What follows belongs to an exercise in optimizing a design on an open flow for small area, a short achievable clock period and few clock cycles; a production flow would make more cautious choices.
Where RTL was checked, it was by simulation tests only, not by an equivalence proof against the original.
Power and IR drop assume default switching activity.

Setup of beta:
==> flow/design.v (excerpt) <==
module isp_top (
    input  logic             clk,
    input  logic             rst_n,
    input  logic             in_valid,
    input  logic             in_mode,
    input  isp_pkg::ratio_t  in_ratio_mode,
    input  logic             pix_valid,
    input  isp_pkg::beat_t   pix_data,
    output logic             busy,
    output logic             out_valid,
    output isp_pkg::result_t out_data
);
Size: about 2400 cells after synthesis, about 560 flip-flops, roughly 150 I/O pins, ~26000 um^2 of cells after synthesis.
==> module isp_top, before the edit <==
module isp_top (
    input  logic             clk,
    input  logic             rst_n,
    input  logic             in_valid,
    input  logic             in_mode,
    input  isp_pkg::ratio_t  in_ratio_mode,
    input  logic             pix_valid,
    input  isp_pkg::beat_t   pix_data,
    output logic             busy,
    output logic             out_valid,
    output isp_pkg::result_t out_data
);
    logic [7:0] bcnt;       
    logic       mode_q;
    logic [1:0] ratio_q;
    logic       busy_q;
    logic       rmode;      
    logic [1:0] rratio;
    logic       last0;
    assign last0 = pix_valid && (bcnt == 8'd191);
    always_ff @(posedge clk or negedge rst_n) begin
        if (!rst_n) begin
            bcnt    <= '0;
            mode_q  <= 1'b0;
            ratio_q <= '0;
            busy_q  <= 1'b0;
            rmode   <= 1'b0;
            rratio  <= '0;
        end else begin
            if (in_valid) begin
                bcnt    <= '0;
                mode_q  <= in_mode;
                ratio_q <= in_ratio_mode;
                busy_q  <= 1'b1;
            end else if (pix_valid) begin
                bcnt <= last0 ? 8'd0 : bcnt + 8'd1;
                if (last0) begin
                    busy_q <= 1'b0;
                end
            end
            if (last0) begin
                rmode  <= mode_q;
                rratio <= ratio_q;
            end
        end
    end
    assign busy = busy_q;
    logic red0, green0, blue0, wrow0;
    assign red0   = (bcnt[7:6] == 2'd0);
    assign green0 = (bcnt[7:6] == 2'd1);
    assign blue0  = (bcnt[7:6] == 2'd2);
    assign wrow0  = (bcnt[5:0] >= 6'd26) && (bcnt[5:0] <= 6'd37);
    logic       sat;
    logic [3:0] colmask0;
    logic [7:0] bcnt_n;
    logic [1:0] ratio_n;
    logic       mode_n;
    logic [3:0] thr_n;
    logic [127:0] xbits;
    assign bcnt_n  = in_valid ? 8'd0 : (pix_valid ? (last0 ? 8'd0 : bcnt + 8'd1) : bcnt);
    assign ratio_n = in_valid ? in_ratio_mode : ratio_q;
    assign mode_n  = in_valid ? in_mode : mode_q;
    assign thr_n   = (bcnt_n[7:6] == 2'd1) ? 4'(3 - ratio_n) : 4'(4 - ratio_n);
    always_ff @(posedge clk) begin
        sat <= mode_n && (ratio_n == 2'd3);
        for (int j = 0; j < 4; j++) begin
            colmask0[j] <= (4'(j) >= thr_n);
        end
    end
    always_comb begin
        for (int i = 0; i < 16; i++) begin
            for (int j = 0; j < 7; j++) begin
                xbits[8*i + j] = (j >= 4 || colmask0[j % 4]) && (pix_data[8*i + j] || (sat && pix_data[8*i + 7]));
            end
            xbits[8*i + 7] = !sat && pix_data[8*i + 7];
        end
    end
    logic [10:0] sa, sb;
    isp_exposure_acc i_tree (
        .clk (clk),
        .x   (xbits),
        .en  (v1),
        .sh  (!g1),
        .sa  (sa),
        .sb  (sb)
    );
    logic        v1, v2, e3;
    logic        first1, first2, last1, last2, g1;
    logic [18:0] acc;     
    always_ff @(posedge clk or negedge rst_n) begin
        if (!rst_n) begin
            v1    <= 1'b0;
            v2    <= 1'b0;
            last1 <= 1'b0;
            last2 <= 1'b0;
            e3    <= 1'b0;
        end else begin
            v1    <= pix_valid;
            v2    <= v1;
            last1 <= last0;
            last2 <= last1;
            e3    <= v2 && last2;
        end
    end
    always_ff @(posedge clk) begin
        first1 <= pix_valid && (bcnt == 8'd0);
        first2 <= first1;
        g1     <= green0;
        acc <= (first2 ? 19'd0 : acc) + 19'(sa) + 19'(sb);
    end
    logic [7:0] expo_res;
    always_comb begin
        case (rratio)
            2'd0:    expo_res = {2'b0, acc[18:13]};
            2'd1:    expo_res = {1'b0, acc[18:12]};
            2'd2:    expo_res = acc[18:11];
            default: expo_res = acc[17:10];
        endcase
    end
    logic       wv1, wred1, wend1;
    logic [6:0] wp1 [3];
    always_ff @(posedge clk or negedge rst_n) begin
        if (!rst_n) begin
            wv1    <= 1'b0;
            wend1  <= 1'b0;
        end else begin
            wv1    <= pix_valid && !mode_q && wrow0;
            wend1  <= pix_valid && !mode_q && blue0 && (bcnt[5:0] == 6'd37);
        end
    end
    always_ff @(posedge clk) begin
        wred1 <= red0;
        for (int j = 0; j < 3; j++) begin
            if (bcnt[0]) begin
                wp1[j] <= green0 ? pix_data[8*j + 1 +: 7] : {1'b0, pix_data[8*j + 2 +: 6]};
            end else begin
                wp1[j] <= green0 ? pix_data[8*(13 + j) + 1 +: 7] : {1'b0, pix_data[8*(13 + j) + 2 +: 6]};
            end
        end
    end
    logic [7:0] ch [3][12];
    logic       pact;         
    logic       chain_en;
    assign chain_en = wv1 || pact;
    always_ff @(posedge clk) begin
        if (chain_en) begin
            for (int j = 0; j < 3; j++) begin
                ch[j][0] <= (wred1 && wv1 ? 8'd0 : ch[j][11]) + (wv1 ? 8'(wp1[j]) : 8'd0);
                for (int k = 1; k < 12; k++) begin
                    ch[j][k] <= ch[j][k-1];
                end
            end
        end
    end
    logic       fdone_p;
    logic [1:0] fres;
    isp_focus_contrast i_contrast (
        .clk   (clk),
        .rst_n (rst_n),
        .start (wv1 && wend1),
        .t0    (ch[0][11]),
        .t1    (ch[1][11]),
        .t2    (ch[2][11]),
        .n0    (ch[0][10]),
        .u0    (ch[0][9]),
        .u1    (ch[1][9]),
        .u2    (ch[2][9]),
        .rot   (pact),
        .done  (fdone_p),
        .res   (fres)
    );
    logic pend, fire, fdone;
    assign fire = (e3 || pend) && (rmode || fdone);
    always_ff @(posedge clk or negedge rst_n) begin
        if (!rst_n) begin
            pend      <= 1'b0;
            fdone     <= 1'b0;
            out_valid <= 1'b0;
            out_data  <= '0;
        end else begin
            pend      <= !fire && (pend || e3);
            fdone     <= !fire && (fdone || fdone_p);
            out_valid <= fire;
            out_data  <= fire ? (rmode ? expo_res : {6'd0, fres}) : 8'd0;
        end
    end
endmodule
Settings: LEC_CHECK=0, ABC_AREA=1, CAP_MARGIN=20, CORE_MARGIN=2, CORE_UTILIZATION=60, CTS_CLUSTER_DIAMETER=80, CTS_CLUSTER_SIZE=30, SETUP_SLACK_MARGIN=5, SLEW_MARGIN=20; clock period 8.0 ns.
standard.sh (not shown) runs the stock make flow with config.mk's settings and CLKGATE_MAP_FILE= SYNTH_SCRIPT=/design/flow/synth_recipe.tcl, a recipe that flattens the netlist after the stock synthesis.
==> flow/flow/run.sh <==
#!/bin/bash
# The standard layout (standard.sh), with plain buffers (buf_1) on the
# ports instead of the delay buffers buffer_ports picks by default.
set -euo pipefail
mkdir -p logs
export BUFFER_PORTS_ARGS="-buffer_cell sky130_fd_sc_hd__buf_1"
bash standard.sh > logs/standard.log 2>&1
Inputs modified between beta and gamma:
--- a/flow/design.v
+++ b/flow/design.v
@@ -947,30 +947,21 @@
     assign green0 = (bcnt[7:6] == 2'd1);
     assign blue0  = (bcnt[7:6] == 2'd2);
     assign wrow0  = (bcnt[5:0] >= 6'd26) && (bcnt[5:0] <= 6'd37);
     logic       sat;
-    logic [3:0] colmask0;
-    logic [7:0] bcnt_n;
-    logic [1:0] ratio_n;
-    logic       mode_n;
-    logic [3:0] thr_n;
+    logic [3:0] thr;
+    logic [7:0] colmask0;
     logic [127:0] xbits;
-    assign bcnt_n  = in_valid ? 8'd0 : (pix_valid ? (last0 ? 8'd0 : bcnt + 8'd1) : bcnt);
-    assign ratio_n = in_valid ? in_ratio_mode : ratio_q;
-    assign mode_n  = in_valid ? in_mode : mode_q;
-    assign thr_n   = (bcnt_n[7:6] == 2'd1) ? 4'(3 - ratio_n) : 4'(4 - ratio_n);
-    always_ff @(posedge clk) begin
-        sat <= mode_n && (ratio_n == 2'd3);
-        for (int j = 0; j < 4; j++) begin
-            colmask0[j] <= (4'(j) >= thr_n);
-        end
-    end
+    assign sat = mode_q && (ratio_q == 2'd3);
+    assign thr = green0 ? 4'(3 - ratio_q) : 4'(4 - ratio_q);
     always_comb begin
+        for (int j = 0; j < 8; j++) begin
+            colmask0[j] = (4'(j) >= thr) && !(sat && j == 7);
+        end
         for (int i = 0; i < 16; i++) begin
-            for (int j = 0; j < 7; j++) begin
-                xbits[8*i + j] = (j >= 4 || colmask0[j % 4]) && (pix_data[8*i + j] || (sat && pix_data[8*i + 7]));
+            for (int j = 0; j < 8; j++) begin
+                xbits[8*i + j] = colmask0[j] && (pix_data[8*i + j] || (j < 7 && sat && pix_data[8*i + 7]));
             end
-            xbits[8*i + 7] = !sat && pix_data[8*i + 7];
         end
     end
     logic [10:0] sa, sb;
     isp_exposure_acc i_tree (
==> results.txt <==
Of gamma and beta, the lower part of the total power dissipated in the clock network belongs to gamma. On async set-or-reset flop fraction in the synthesized netlist, gamma tracks beta almost exactly. Delta (gamma minus beta): chip height dropped 0.68 um; number of detailed-route iterations in the first pass moved up. gamma against beta: met1 track utilization from global routing went up; setup fix buffers added after clock tree synthesis climbed 3; cell depth of the worst setup path lower; multiplexer fraction of the synthesized cell area essentially unchanged. Of the two values seen for start point of the critical path, i_tree.q179$_DFF_P_ was produced by gamma and wv1$_DFF_PN0_ by beta. For placeable core region, gamma and beta come out practically identical. The run with more setup slack is beta; gamma has less. Between gamma and beta, the difference in area share of xor/xnor cells in the synthesized design is negligible.
Testbench counts of gamma, summed over its fixed seeds: cycles 18,629.
For beta, only the layout was checked, not whether the RTL still works.

==> port drivers added, routing unchanged <==
Ports are ideal in the flow. The routed layouts listed here were re-timed in OpenROAD.
Step 1 assumes that a clkbuf_16 drives the clock port and a buf_2 every other input.
Step 2 moves the port delays by t, midway between the first and last clock arrival at a register: inputs arrive t later, outputs are due t later. That takes back most of the time a late clock gives input paths.
Slacks: ideal ports / drivers / drivers and shift; pairs: ideal ports / drivers.
| run | shift t [ns] | setup slack, ns | hold WS [ns] | worst setup path after step 2 |
|---|---|---|---|---|
| beta | 0.653 | 5.114 / 5.114 / 4.551 | 0.339 / 0.339 / 0.339 | input to register |
| gamma | 0.655 | 5.104 / 5.104 / 4.527 | 0.317 / 0.317 / 0.317 | input to register |
After both steps setup and hold are still met in every run listed. For gamma, which loses most, drivers alone change the setup slack by 0.000 ns; drivers and shift together by -0.577 ns.
